Source: an optimization exercise on an open RTL-to-GDS flow (aim: small area and a short achievable clock period). Production flows keep margins and buffers that such runs may drop.
RTL that was checked went through simulation tests only; none was proved equivalent to the original.
No activity file was given, so power comes from the tool's default toggle rates.

the previous run:
==> flow/design.v <==
package stitch_pkg;
    localparam int PIX_W = 24;   
    localparam int CAM_W = 16;   
    localparam int CH_W  = 8;    
    typedef enum logic [1:0]
    {
        PH_SYNC   = 2'd0,   
        PH_BACK   = 2'd1,   
        PH_ACTIVE = 2'd2,   
        PH_FRONT  = 2'd3    
    } raster_phase_t;
    typedef enum logic [1:0]
    {
        Q_CAM_L  = 2'd0,   
        Q_CAM_R  = 2'd1,   
        Q_HDMI_L = 2'd2,   
        Q_HDMI_R = 2'd3    
    } quad_t;
endpackage
module cam_capture
(
    input  logic        hdmi_tx_pix_clk,
    input  logic        reset,
    input  logic        cam_href,
    input  logic [7:0]  cam_data,
    output logic        cam_we,
    output logic [15:0] cam_word,
    output logic [15:0] cam_word_n   
);
    logic       lo_phase;
    logic [7:0] b1;   
    logic [7:0] b2;   
    logic [7:0] b1n;
    logic [7:0] b2n;
    always_ff @(posedge hdmi_tx_pix_clk)
    begin
        if (reset)
        begin
            lo_phase <= 1'b0;
            cam_we   <= 1'b0;
        end
        else
        begin
            cam_we   <= cam_href && lo_phase;
            lo_phase <= cam_href ? ~lo_phase : 1'b0;
        end
    end
    always_ff @(posedge hdmi_tx_pix_clk)
    begin
        b1  <= cam_data;
        b2  <= b1;
        b1n <= ~cam_data;
        b2n <= b1n;
    end
    assign cam_word   = {b2, b1};
    assign cam_word_n = {b2n, b1n};
endmodule
module tile_buffer
#(
    parameter int W   = 24,
    parameter int OFS = 0
)(
    input  logic            hdmi_tx_pix_clk,
    input  logic            reset,
    input  logic            frame_sync,
    input  logic            we,
    input  logic [W-1:0]    wr_pix,
    input  logic [W-1:0]    wr_pix_n,   
    input  logic [2:0]      ph,
    output logic [16*W-1:0] taps   
);
    logic [W-1:0] ring [4][8];
    logic         sync_d;
    logic         sync_rise;
    logic [5:0]   wr_cnt;    
    logic         wr_en;
    logic [5:0]   cnt_nx;
    logic [7:0]   word_nx;
    logic [3:0]   row_nx;
    logic [7:0]   word_q;
    logic [7:0]   word_qn;
    logic [3:0]   row_q;
    logic [3:0]   row_qn;
    logic [W-1:0] ld [4][8];
    logic [W-1:0] ldn [4][8];
    assign sync_rise = frame_sync && !sync_d;
    assign wr_en     = we && !wr_cnt[5] && !sync_rise;
    always_comb
    begin
        if (reset)
        begin
            cnt_nx  = '0;
            word_nx = 8'(1) << 3'(OFS - 1);
        end
        else if (sync_rise)
        begin
            cnt_nx  = '0;
            word_nx = 8'(1) << (3'(OFS - 2) - ph);
        end
        else if (wr_en)
        begin
            cnt_nx  = wr_cnt + 1'b1;
            word_nx = (wr_cnt[2:0] == 3'd7) ? {word_q[0], word_q[7:1]} : word_q;
        end
        else
        begin
            cnt_nx  = wr_cnt;
            word_nx = {word_q[0], word_q[7:1]};
        end
        for (int r = 0; r < 4; r++)
            row_nx[r] = !cnt_nx[5] && (cnt_nx[4:3] == 2'(r));
    end
    always_ff @(posedge hdmi_tx_pix_clk)
    begin
        sync_d  <= !reset && frame_sync;
        wr_cnt  <= cnt_nx;
        word_q  <= word_nx;
        word_qn <= ~word_nx;
        row_q   <= row_nx;
        row_qn  <= ~row_nx;
    end
    always_comb
    begin
        for (int r = 0; r < 4; r++)
            for (int i = 0; i < 8; i++)
            begin
                ld[r][i]  = {W{we && !sync_rise && row_q[r] && word_q[i]}};
                ldn[r][i] = {W{!we || sync_rise || row_qn[r] || word_qn[i]}};
            end
    end
    always_ff @(posedge hdmi_tx_pix_clk)
    begin
        for (int r = 0; r < 4; r++)
            for (int i = 0; i < 8; i++)
                ring[r][i] <= ~((ring[r][(i + 1) % 8] | ld[r][i]) &
                                (((i % 2 == 1) ? wr_pix : wr_pix_n) | ldn[r][i]));
    end
    always_comb
    begin
        for (int r = 0; r < 4; r++)
            for (int t = 0; t < 4; t++)
                taps[(4 * r + t) * W +: W] = ring[r][2 * t];
    end
endmodule
module video_timing
(
    input  logic       hdmi_tx_pix_clk,
    input  logic       reset,
    output logic       hs,
    output logic       vs,
    output logic       de,
    output logic [2:0] ph,
    output logic [31:0] sel
);
    logic [4:0] hc;
    logic [4:0] vc;
    logic [1:0] tap;
    logic [4:0] hc_nx;
    logic [4:0] vc_nx;
    logic [1:0] tap_nx;
    logic       de_nx;
    logic [4:0] hc_run;   
    logic [4:0] vc_run;
    logic [1:0] tap_run;
    always_comb
    begin
        hc_run  = hc + 1'b1;
        vc_run  = vc;
        tap_run = tap;
        if (hc == 5'd25)
        begin
            hc_run = 5'd3;
            if (vc == 5'd16)
            begin
                vc_run  = 5'd3;
                tap_run = tap - 1'b1;
            end
            else
                vc_run = vc + 1'b1;
        end
    end
    assign hc_nx  = reset ? 5'd3 : hc_run;
    assign vc_nx  = reset ? 5'd3 : vc_run;
    assign tap_nx = reset ? 2'd0 : tap_run;
    assign de_nx  = (hc_run >= 5'd8) && (hc_run < 5'd24) && (vc_run[4:3] == 2'b01);
    always_ff @(posedge hdmi_tx_pix_clk)
    begin
        hc  <= hc_nx;
        vc  <= vc_nx;
        tap <= tap_nx;
        ph  <= reset ? 3'd0 : ph + 1'b1;
        for (int k = 0; k < 32; k++)
            sel[k] <= de_nx && ({vc_run[2], vc_run[1:0], tap_run} == 5'(k));
    end
    assign hs = (hc < 5'd5);
    assign vs = (vc == 5'd3);
    assign de = (hc >= 5'd8) && (hc < 5'd24) && (vc[4:3] == 2'b01);
endmodule
module quad_reader
(
    input  logic         hdmi_tx_pix_clk,
    input  logic         reset,
    input  logic         hs,
    input  logic         vs,
    input  logic         de,
    input  logic [31:0]  sel,         
    input  logic [255:0] cam_taps,    
    input  logic [383:0] hdmi_taps,   
    output logic         hdmi_tx_hs,
    output logic         hdmi_tx_vs,
    output logic         hdmi_tx_de,
    output logic [23:0]  hdmi_tx_data
);
    logic        hs_d1;
    logic        vs_d1;
    logic        de_d1;
    logic [23:0] pix_d1;
    logic [15:0] w;
    logic [23:0] hdmi_pix;
    always_comb
    begin
        w        = '0;
        hdmi_pix = '0;
        for (int r = 0; r < 4; r++)
            for (int t = 0; t < 4; t++)
            begin
                w        = w | ({16{sel[4 * r + t]}} & cam_taps[(4 * r + t) * 16 +: 16]);
                hdmi_pix = hdmi_pix | ({24{sel[16 + 4 * r + t]}} & hdmi_taps[(4 * r + t) * 24 +: 24]);
            end
    end
    always_ff @(posedge hdmi_tx_pix_clk)
    begin
        pix_d1 <= {w[15:11], w[15:13], w[10:5], w[10:9], w[4:0], w[4:2]} | hdmi_pix;
        if (reset)
        begin
            hs_d1        <= 1'b0;
            vs_d1        <= 1'b0;
            de_d1        <= 1'b0;
            hdmi_tx_hs   <= 1'b0;
            hdmi_tx_vs   <= 1'b0;
            hdmi_tx_de   <= 1'b0;
            hdmi_tx_data <= '0;
        end
        else
        begin
            hs_d1        <= hs;
            vs_d1        <= vs;
            de_d1        <= de;
            hdmi_tx_hs   <= hs_d1;
            hdmi_tx_vs   <= vs_d1;
            hdmi_tx_de   <= de_d1;
            hdmi_tx_data <= de_d1 ? pix_d1 : '0;
        end
    end
endmodule
module stitch_top
#(
    parameter int TILE_H  = 8,
    parameter int TILE_V  = 4,
    parameter int H_SYNC  = 2,
    parameter int H_BACK  = 3,
    parameter int H_FRONT = 2,
    parameter int V_SYNC  = 1,
    parameter int V_BACK  = 4,
    parameter int V_FRONT = 1
)(
    input  logic               hdmi_tx_pix_clk,
    input  logic               reset,
    input  logic               cam_vsync,
    input  logic               cam_href,
    input  logic [stitch_pkg::CAM_W/2-1:0] cam_data,
    input  logic               hdmi_rx_vs,
    input  logic               hdmi_rx_de,
    input  logic [stitch_pkg::PIX_W-1:0]   hdmi_rx_data,
    output logic               hdmi_tx_vs,
    output logic               hdmi_tx_hs,
    output logic               hdmi_tx_de,
    output logic [stitch_pkg::PIX_W-1:0]   hdmi_tx_data
);
    logic        cam_we;
    logic [15:0] cam_word;
    logic [15:0] cam_word_n;
    logic [255:0] cam_taps;
    logic [383:0] hdmi_taps;
    logic [2:0]  ph;
    logic [31:0] sel;
    logic        hs;
    logic        vs;
    logic        de;
    cam_capture i_cam_capture (
        .hdmi_tx_pix_clk (hdmi_tx_pix_clk),
        .reset           (reset),
        .cam_href        (cam_href),
        .cam_data        (cam_data),
        .cam_we          (cam_we),
        .cam_word        (cam_word),
        .cam_word_n      (cam_word_n)
    );
    tile_buffer #(.W(16), .OFS(0)) i_cam_buf (
        .hdmi_tx_pix_clk (hdmi_tx_pix_clk),
        .reset           (reset),
        .frame_sync      (cam_vsync),
        .we              (cam_we),
        .wr_pix          (cam_word),
        .wr_pix_n        (cam_word_n),
        .ph              (ph),
        .taps            (cam_taps)
    );
    tile_buffer #(.W(24), .OFS(4)) i_hdmi_buf (
        .hdmi_tx_pix_clk (hdmi_tx_pix_clk),
        .reset           (reset),
        .frame_sync      (hdmi_rx_vs),
        .we              (hdmi_rx_de),
        .wr_pix          (hdmi_rx_data),
        .wr_pix_n        (~hdmi_rx_data),
        .ph              (ph),
        .taps            (hdmi_taps)
    );
    video_timing i_video_timing (
        .hdmi_tx_pix_clk (hdmi_tx_pix_clk),
        .reset           (reset),
        .hs              (hs),
        .vs              (vs),
        .de              (de),
        .ph              (ph),
        .sel             (sel)
    );
    quad_reader i_quad_reader (
        .hdmi_tx_pix_clk (hdmi_tx_pix_clk),
        .reset           (reset),
        .hs              (hs),
        .vs              (vs),
        .de              (de),
        .sel             (sel),
        .cam_taps        (cam_taps),
        .hdmi_taps       (hdmi_taps),
        .hdmi_tx_hs      (hdmi_tx_hs),
        .hdmi_tx_vs      (hdmi_tx_vs),
        .hdmi_tx_de      (hdmi_tx_de),
        .hdmi_tx_data    (hdmi_tx_data)
    );
endmodule
make LEC_CHECK=0 CAP_MARGIN=10 CORE_MARGIN=2 CORE_UTILIZATION=40 CTS_CLUSTER_DIAMETER=100 CTS_CLUSTER_SIZE=30 SETUP_SLACK_MARGIN=2.2 SLEW_MARGIN=10 finish   # period 4.0 ns
run.sh (not shown) runs the stock make flow with config.mk's settings and CLKGATE_MAP_FILE= SYNTH_SCRIPT=/design/flow/synth_recipe.tcl, a recipe that flattens the netlist after the stock synthesis.
diff inputs: the previous run => the current run
-- flow/design.v --
<<< the previous run, line 160
    logic [1:0] tap_nx;
    logic       de_nx;
    logic [4:0] hc_run;   
    logic [4:0] vc_run;
    logic [1:0] tap_run;
    always_comb
    begin
        hc_run  = hc + 1'b1;
        vc_run  = vc;
        tap_run = tap;
        if (hc == 5'd25)
        begin
            hc_run = 5'd3;
            if (vc == 5'd16)
            begin
                vc_run  = 5'd3;
                tap_run = tap - 1'b1;
            end
            else
                vc_run = vc + 1'b1;
        end
    end
    assign hc_nx  = reset ? 5'd3 : hc_run;
    assign vc_nx  = reset ? 5'd3 : vc_run;
    assign tap_nx = reset ? 2'd0 : tap_run;
    assign de_nx  = (hc_run >= 5'd8) && (hc_run < 5'd24) && (vc_run[4:3] == 2'b01);
    always_ff @(posedge hdmi_tx_pix_clk)
    begin
>>> the current run, line 160
    logic [1:0] tap_nx;
    logic       de_nx;
    always_comb
    begin
        hc_nx  = hc + 1'b1;
        vc_nx  = vc;
        tap_nx = tap;
        if (reset)
        begin
            hc_nx  = 5'd3;
            vc_nx  = 5'd3;
            tap_nx = 2'd0;
        end
        else if (hc == 5'd25)
        begin
            hc_nx = 5'd3;
            if (vc == 5'd16)
            begin
                vc_nx  = 5'd3;
                tap_nx = tap - 1'b1;
            end
            else
                vc_nx = vc + 1'b1;
        end
    end
    assign de_nx = (hc_nx >= 5'd8) && (hc_nx < 5'd24) && (vc_nx[4:3] == 2'b01);
    always_ff @(posedge hdmi_tx_pix_clk)
    begin
<<< the previous run, line 191
        ph  <= reset ? 3'd0 : ph + 1'b1;
        for (int k = 0; k < 32; k++)
            sel[k] <= de_nx && ({vc_run[2], vc_run[1:0], tap_run} == 5'(k));
    end
    assign hs = (hc < 5'd5);
>>> the current run, line 191
        ph  <= reset ? 3'd0 : ph + 1'b1;
        for (int k = 0; k < 32; k++)
            sel[k] <= de_nx && ({vc_nx[2], vc_nx[1:0], tap_nx} == 5'(k));
    end
    assign hs = (hc < 5'd5);
<<< the previous run, line 231
    always_ff @(posedge hdmi_tx_pix_clk)
    begin
        pix_d1 <= {w[15:11], w[15:13], w[10:5], w[10:9], w[4:0], w[4:2]} | hdmi_pix;
        if (reset)
        begin
>>> the current run, line 231
    always_ff @(posedge hdmi_tx_pix_clk)
    begin
        if (reset)
        begin
<<< the previous run, line 237
            vs_d1        <= 1'b0;
            de_d1        <= 1'b0;
            hdmi_tx_hs   <= 1'b0;
            hdmi_tx_vs   <= 1'b0;
>>> the current run, line 236
            vs_d1        <= 1'b0;
            de_d1        <= 1'b0;
            pix_d1       <= '0;
            hdmi_tx_hs   <= 1'b0;
            hdmi_tx_vs   <= 1'b0;
<<< the previous run, line 247
            vs_d1        <= vs;
            de_d1        <= de;
            hdmi_tx_hs   <= hs_d1;
            hdmi_tx_vs   <= vs_d1;
            hdmi_tx_de   <= de_d1;
            hdmi_tx_data <= de_d1 ? pix_d1 : '0;
        end
    end
>>> the current run, line 247
            vs_d1        <= vs;
            de_d1        <= de;
            pix_d1       <= {w[15:11], w[15:13], w[10:5], w[10:9], w[4:0], w[4:2]} | hdmi_pix;
            hdmi_tx_hs   <= hs_d1;
            hdmi_tx_vs   <= vs_d1;
            hdmi_tx_de   <= de_d1;
            hdmi_tx_data <= pix_d1;
        end
    end
--- outcome ---
In the reports for the previous run and the current run, the larger number of resized instances in the post-cts repair step belongs to the previous run.
When the current run is set beside the previous run, its first-pass GRT wire length turns out to be 5.0% smaller.
As far as aggregate negative setup slack goes, the previous run and the current run are indistinguishable; the numbers are identical.
[compare] base=the previous run new=the current run: wire length fell by about 6%, global-route usage -1.9 points.
| minimum period implied by the final worst setup slack | the current run vs the previous run | 0.065 ns lower |
Going from the previous run to the current run, sequential share of power higher, power per cell area rose 0.66%.
Relative to the previous run, the final cell area reported for the current run is lower.
Only the layout flow was run in the previous run; the RTL was not checked for function there.

separate check: timing with driven ports:
In the flow no input, the clock included, has a driving cell. The finished layouts below were timed again as built, in two steps.
Step 1: set_driving_cell puts a clkbuf_16 on hdmi_tx_pix_clk and a buf_2 on each other input, an assumption about the parent block.
Step 2 times the ports against the registers' clock, not the clock port: input delays grow and output delays shrink by t, the midpoint of the rising clock arrivals with the driver on.
Slacks: ideal / step 1 / step 2; pairs: ideal / step 1.
run | shift t [ns] | setup slack, ns | worst hold slack (ns) | worst slew at a driven data input, ns | pins driven straight from the clock port
the previous run | 0.814 | 1.972 / 1.896 / 1.390 | 0.399 / 0.351 / 0.399 | 0.15 | 1
the current run | 0.772 | 2.037 / 1.962 / 1.375 | 0.394 / 0.387 / 0.394 | 0.18 | 1
After both steps setup and hold are still met in every run listed. For the current run, which loses most, drivers alone change the setup slack by -0.075 ns; drivers and shift together by -0.662 ns.
